Context: an optimization exercise on an open-source flow, tuned for small area, a short achievable clock period and few clock cycles. The choices shown serve that exercise and are no tape-out recipe. Power and IR drop assume default switching activity.

## puf_resp_gen
module puf_resp_gen #(
  parameter int unsigned C_IOSCNUM      = puf_pkg::C_IOSCNUM_DEF,
  parameter int unsigned C_IOSCDWIDTH   = puf_pkg::C_IOSCDWIDTH_DEF,
  parameter int unsigned C_OIDWIDTH     = puf_pkg::C_OIDWIDTH_DEF,
  parameter int unsigned C_MEMDATAWIDTH = puf_pkg::C_MEMDATAWIDTH_DEF,
  parameter int unsigned C_MEMADDRWIDTH = puf_pkg::C_MEMADDRWIDTH_DEF,
  parameter int unsigned C_CHALBASE     = puf_pkg::C_CHALBASE_DEF
) (
  input  logic                      I_sclk,
  input  logic                      I_rst,
  input  logic                      I_cnt_valid,
  input  logic [puf_pkg::C_IDXW-1:0]         I_cnt_idx,
  input  logic [C_IOSCDWIDTH-1:0]   I_cnt_data,
  output logic                      O_cnt_ready,
  input  logic                      I_start,
  output logic                      O_busy,
  output logic [C_MEMADDRWIDTH-1:0] O_mem_addr,
  input  logic [C_MEMDATAWIDTH-1:0] I_mem_data,
  output logic [C_OIDWIDTH-1:0]     O_prim_id,
  output logic                      O_id_valid,
  output logic                      O_err
);
Size in the first run: ~94 I/O pins.
==> module puf_resp_gen, before the edit <==
module puf_resp_gen #(
  parameter int unsigned C_IOSCNUM      = puf_pkg::C_IOSCNUM_DEF,
  parameter int unsigned C_IOSCDWIDTH   = puf_pkg::C_IOSCDWIDTH_DEF,
  parameter int unsigned C_OIDWIDTH     = puf_pkg::C_OIDWIDTH_DEF,
  parameter int unsigned C_MEMDATAWIDTH = puf_pkg::C_MEMDATAWIDTH_DEF,
  parameter int unsigned C_MEMADDRWIDTH = puf_pkg::C_MEMADDRWIDTH_DEF,
  parameter int unsigned C_CHALBASE     = puf_pkg::C_CHALBASE_DEF
) (
  input  logic                      I_sclk,
  input  logic                      I_rst,
  input  logic                      I_cnt_valid,
  input  logic [puf_pkg::C_IDXW-1:0]         I_cnt_idx,
  input  logic [C_IOSCDWIDTH-1:0]   I_cnt_data,
  output logic                      O_cnt_ready,
  input  logic                      I_start,
  output logic                      O_busy,
  output logic [C_MEMADDRWIDTH-1:0] O_mem_addr,
  input  logic [C_MEMDATAWIDTH-1:0] I_mem_data,
  output logic [C_OIDWIDTH-1:0]     O_prim_id,
  output logic                      O_id_valid,
  output logic                      O_err
);
  localparam int unsigned IW = puf_pkg::C_IDXW;
  localparam int unsigned CW = $clog2(C_IOSCNUM + 1);
  localparam int unsigned NB = 2 * C_OIDWIDTH;    
  localparam logic [IW-1:0] LAST_A = NB - 1;
  localparam logic [CW-1:0] N_ALL  = C_IOSCNUM;
  localparam logic [CW-1:0] N_ONE  = C_IOSCNUM - 1;
  logic          busy_q, ready_q, id_valid_q, err_q;
  logic          fetch_q, m_v_q, r_v_q, x_v_q;
  logic [IW-1:0] addr_q;
  logic [C_IOSCNUM-1:0] loaded_q;
  logic [CW-1:0]        nld_q;
  logic                 full_q, one_q;
  logic          m_odd_q, r_odd_q, r_bad_q, a_bad_q;
  logic [IW-1:0] m_idx_q;
  logic [C_IOSCDWIDTH-1:0] rd_q, a_q;
  logic [C_OIDWIDTH-1:0]   id_q;
  logic idle, run_end, wr_in, wr_oob, wr_new, all_in, start_acc, shift, cmp_bit;
  logic [C_IOSCNUM-1:0] wmask, loaded_d;
  logic [CW-1:0]        nld_d;
  assign idle    = ~(fetch_q | m_v_q | r_v_q | x_v_q);
  assign run_end = r_v_q & ~m_v_q;
  assign wr_in  = I_cnt_valid & idle;
  assign wr_oob = wr_in & ({1'b0, I_cnt_idx} >= C_IOSCNUM);
  always_comb begin
    wmask = '0;
    for (int i = 0; i < C_IOSCNUM; i++) wmask[i] = wr_in & (I_cnt_idx == i);
  end
  assign wr_new = |(wmask & ~loaded_q);
  assign all_in    = full_q | (one_q & wr_new);
  assign start_acc = idle & I_start & all_in;
  assign loaded_d = run_end ? '0 : (loaded_q | wmask);
  assign nld_d    = run_end ? '0 : (nld_q + CW'(wr_new));
  assign shift   = r_v_q & r_odd_q;
  assign cmp_bit = ~a_bad_q & ~r_bad_q & (a_q > rd_q);
  cnt_regfile #(
    .N  (C_IOSCNUM),
    .DW (C_IOSCDWIDTH),
    .IW (IW)
  ) u_cnt_regfile (
    .I_sclk    (I_sclk),
    .I_we      (wr_in & ~wr_oob),
    .I_wr_idx  (I_cnt_idx),
    .I_wr_data (I_cnt_data),
    .I_rd_idx  (m_idx_q),
    .O_rd_data (rd_q)
  );
  always_ff @(posedge I_sclk) begin
    m_idx_q <= I_mem_data[IW-1:0];
    m_odd_q <= ~addr_q[0];
    r_odd_q <= m_odd_q;
    r_bad_q <= {1'b0, m_idx_q} >= C_IOSCNUM;
    a_q     <= rd_q;
    a_bad_q <= r_bad_q;
  end
  always_ff @(posedge I_sclk or posedge I_rst) begin
    if (I_rst) begin
      busy_q     <= 1'b0;
      ready_q    <= 1'b1;
      id_valid_q <= 1'b0;
      err_q      <= 1'b0;
      fetch_q    <= 1'b0;
      m_v_q      <= 1'b0;
      r_v_q      <= 1'b0;
      x_v_q      <= 1'b0;
      addr_q     <= '0;
      loaded_q   <= '0;
      nld_q      <= '0;
      full_q     <= 1'b0;
      one_q      <= 1'b0;
      id_q       <= '0;
    end else begin
      fetch_q    <= start_acc | (fetch_q & (addr_q != '0));
      m_v_q      <= fetch_q;
      r_v_q      <= m_v_q;
      x_v_q      <= r_v_q;
      id_valid_q <= run_end;
      busy_q     <= start_acc | fetch_q | m_v_q | r_v_q;
      ready_q    <= ~(start_acc | fetch_q | m_v_q | r_v_q);
      loaded_q <= loaded_d;
      nld_q    <= nld_d;
      full_q   <= nld_d == N_ALL;
      one_q    <= nld_d == N_ONE;
      if (idle) begin
        if (I_start) err_q <= all_in ? wr_oob : 1'b1;
        else if (wr_oob) err_q <= 1'b1;
      end else if (shift && (a_bad_q || r_bad_q)) begin
        err_q <= 1'b1;
      end
      if (addr_q != '0 && addr_q != LAST_A) addr_q <= addr_q + 1'b1;
      else                                  addr_q <= IW'(start_acc);
      if (shift) id_q <= {cmp_bit, id_q[C_OIDWIDTH-1:1]};
    end
  end
  assign O_cnt_ready = ready_q;
  assign O_busy      = busy_q;
  assign O_mem_addr  = C_MEMADDRWIDTH'(addr_q);
  assign O_prim_id   = id_q;
  assign O_id_valid  = id_valid_q;
  assign O_err       = err_q;
endmodule
clock: 6.5 ns
lec_check: 0
cap_margin: 20
core_margin: 2
core_utilization: 55
cts_cluster_diameter: 90
cts_cluster_size: 25
setup_slack_margin: 4.0
slew_margin: 20
run.sh (not shown) runs the stock make flow with config.mk's settings and CLKGATE_MAP_FILE= SYNTH_SCRIPT=/design/flow/synth_recipe.tcl, a recipe that flattens the netlist after the stock synthesis.
Next try:
--- a/flow/design.v
+++ b/flow/design.v
@@ -62,4 +62,5 @@
   localparam logic [CW-1:0] N_ALL  = C_IOSCNUM;
   localparam logic [CW-1:0] N_ONE  = C_IOSCNUM - 1;
+  localparam logic [CW-1:0] N_TWO  = C_IOSCNUM - 2;
   logic          busy_q, ready_q, id_valid_q, err_q;
   logic          fetch_q, m_v_q, r_v_q, x_v_q;
@@ -67,5 +68,5 @@
   logic [C_IOSCNUM-1:0] loaded_q;
   logic [CW-1:0]        nld_q;
-  logic                 full_q, one_q;
+  logic                 new_q, full, one;
   logic          m_odd_q, r_odd_q, r_bad_q, a_bad_q;
   logic [IW-1:0] m_idx_q;
@@ -74,5 +75,7 @@
   logic idle, run_end, wr_in, wr_oob, wr_new, all_in, start_acc, shift, cmp_bit;
   logic [C_IOSCNUM-1:0] wmask, loaded_d;
-  logic [CW-1:0]        nld_d;
+  logic                    wv_q;
+  logic [IW-1:0]           widx_q;
+  logic [C_IOSCDWIDTH-1:0] wdata_q;
   assign idle    = ~(fetch_q | m_v_q | r_v_q | x_v_q);
   assign run_end = r_v_q & ~m_v_q;
@@ -84,8 +87,9 @@
   end
   assign wr_new = |(wmask & ~loaded_q);
-  assign all_in    = full_q | (one_q & wr_new);
+  assign full   = (nld_q == N_ALL) | (nld_q == N_ONE & new_q);
+  assign one    = (nld_q == N_ONE & ~new_q) | (nld_q == N_TWO & new_q);
+  assign all_in = full | (one & wr_new);
   assign start_acc = idle & I_start & all_in;
   assign loaded_d = run_end ? '0 : (loaded_q | wmask);
-  assign nld_d    = run_end ? '0 : (nld_q + CW'(wr_new));
   assign shift   = r_v_q & r_odd_q;
   assign cmp_bit = ~a_bad_q & ~r_bad_q & (a_q > rd_q);
@@ -96,11 +100,13 @@
   ) u_cnt_regfile (
     .I_sclk    (I_sclk),
-    .I_we      (wr_in & ~wr_oob),
-    .I_wr_idx  (I_cnt_idx),
-    .I_wr_data (I_cnt_data),
+    .I_we      (wv_q),
+    .I_wr_idx  (widx_q),
+    .I_wr_data (wdata_q),
     .I_rd_idx  (m_idx_q),
     .O_rd_data (rd_q)
   );
   always_ff @(posedge I_sclk) begin
+    widx_q  <= I_cnt_idx;
+    wdata_q <= I_cnt_data;
     m_idx_q <= I_mem_data[IW-1:0];
     m_odd_q <= ~addr_q[0];
@@ -123,6 +129,6 @@
       loaded_q   <= '0;
       nld_q      <= '0;
-      full_q     <= 1'b0;
-      one_q      <= 1'b0;
+      new_q      <= 1'b0;
+      wv_q       <= 1'b0;
       id_q       <= '0;
     end else begin
@@ -135,7 +141,7 @@
       ready_q    <= ~(start_acc | fetch_q | m_v_q | r_v_q);
       loaded_q <= loaded_d;
-      nld_q    <= nld_d;
-      full_q   <= nld_d == N_ALL;
-      one_q    <= nld_d == N_ONE;
+      nld_q    <= run_end ? '0 : nld_q + CW'(new_q);
+      new_q    <= wr_new;
+      wv_q     <= wr_in & ~wr_oob;
       if (idle) begin
         if (I_start) err_q <= all_in ? wr_oob : 1'b1;
=>
- setup slack gains 0.84 ns
- final area fell by a few percent
- synthesized area climbs slightly
- clock power falls slightly
- wire length shrinks by roughly a tenth
- clock skew falls by 0.0094 ns
- via count went down by a few percent
No functional check of the RTL was part of any run of this note.

## re-timing with driven ports
The flow's constraints put no driver on any port. The routed layouts listed below were extracted and timed again, unchanged, in two steps.
Step 1 (the two cells are an assumption about what drives the block):
set clk [get_ports {I_sclk}]
set_driving_cell -lib_cell sky130_fd_sc_hd__clkbuf_16 $clk
set_driving_cell -lib_cell sky130_fd_sc_hd__buf_2 [delete_from_list [all_inputs] $clk]
Step 2 moves the port delays by t, midway between the first and last clock arrival at a register: inputs arrive t later, outputs are due t later. That takes back most of the time a late clock gives input paths.
a / b / c = no drivers / after step 1 / after step 2; a / b = the first two.
run	shift t [ns]	setup slack, ns	worst hold slack (ns)	worst slew at a driven data input, ns
the first run	0.766	2.883 / 2.909 / 2.144	0.357 / 0.357 / 0.357	0.06
the second run	0.760	3.721 / 3.721 / 3.231	0.343 / 0.343 / 0.343	0.19
After both steps every run listed still meets setup and hold. The setup slack of the first run, which loses most, moves by +0.026 ns with the drivers and by -0.739 ns with both steps.
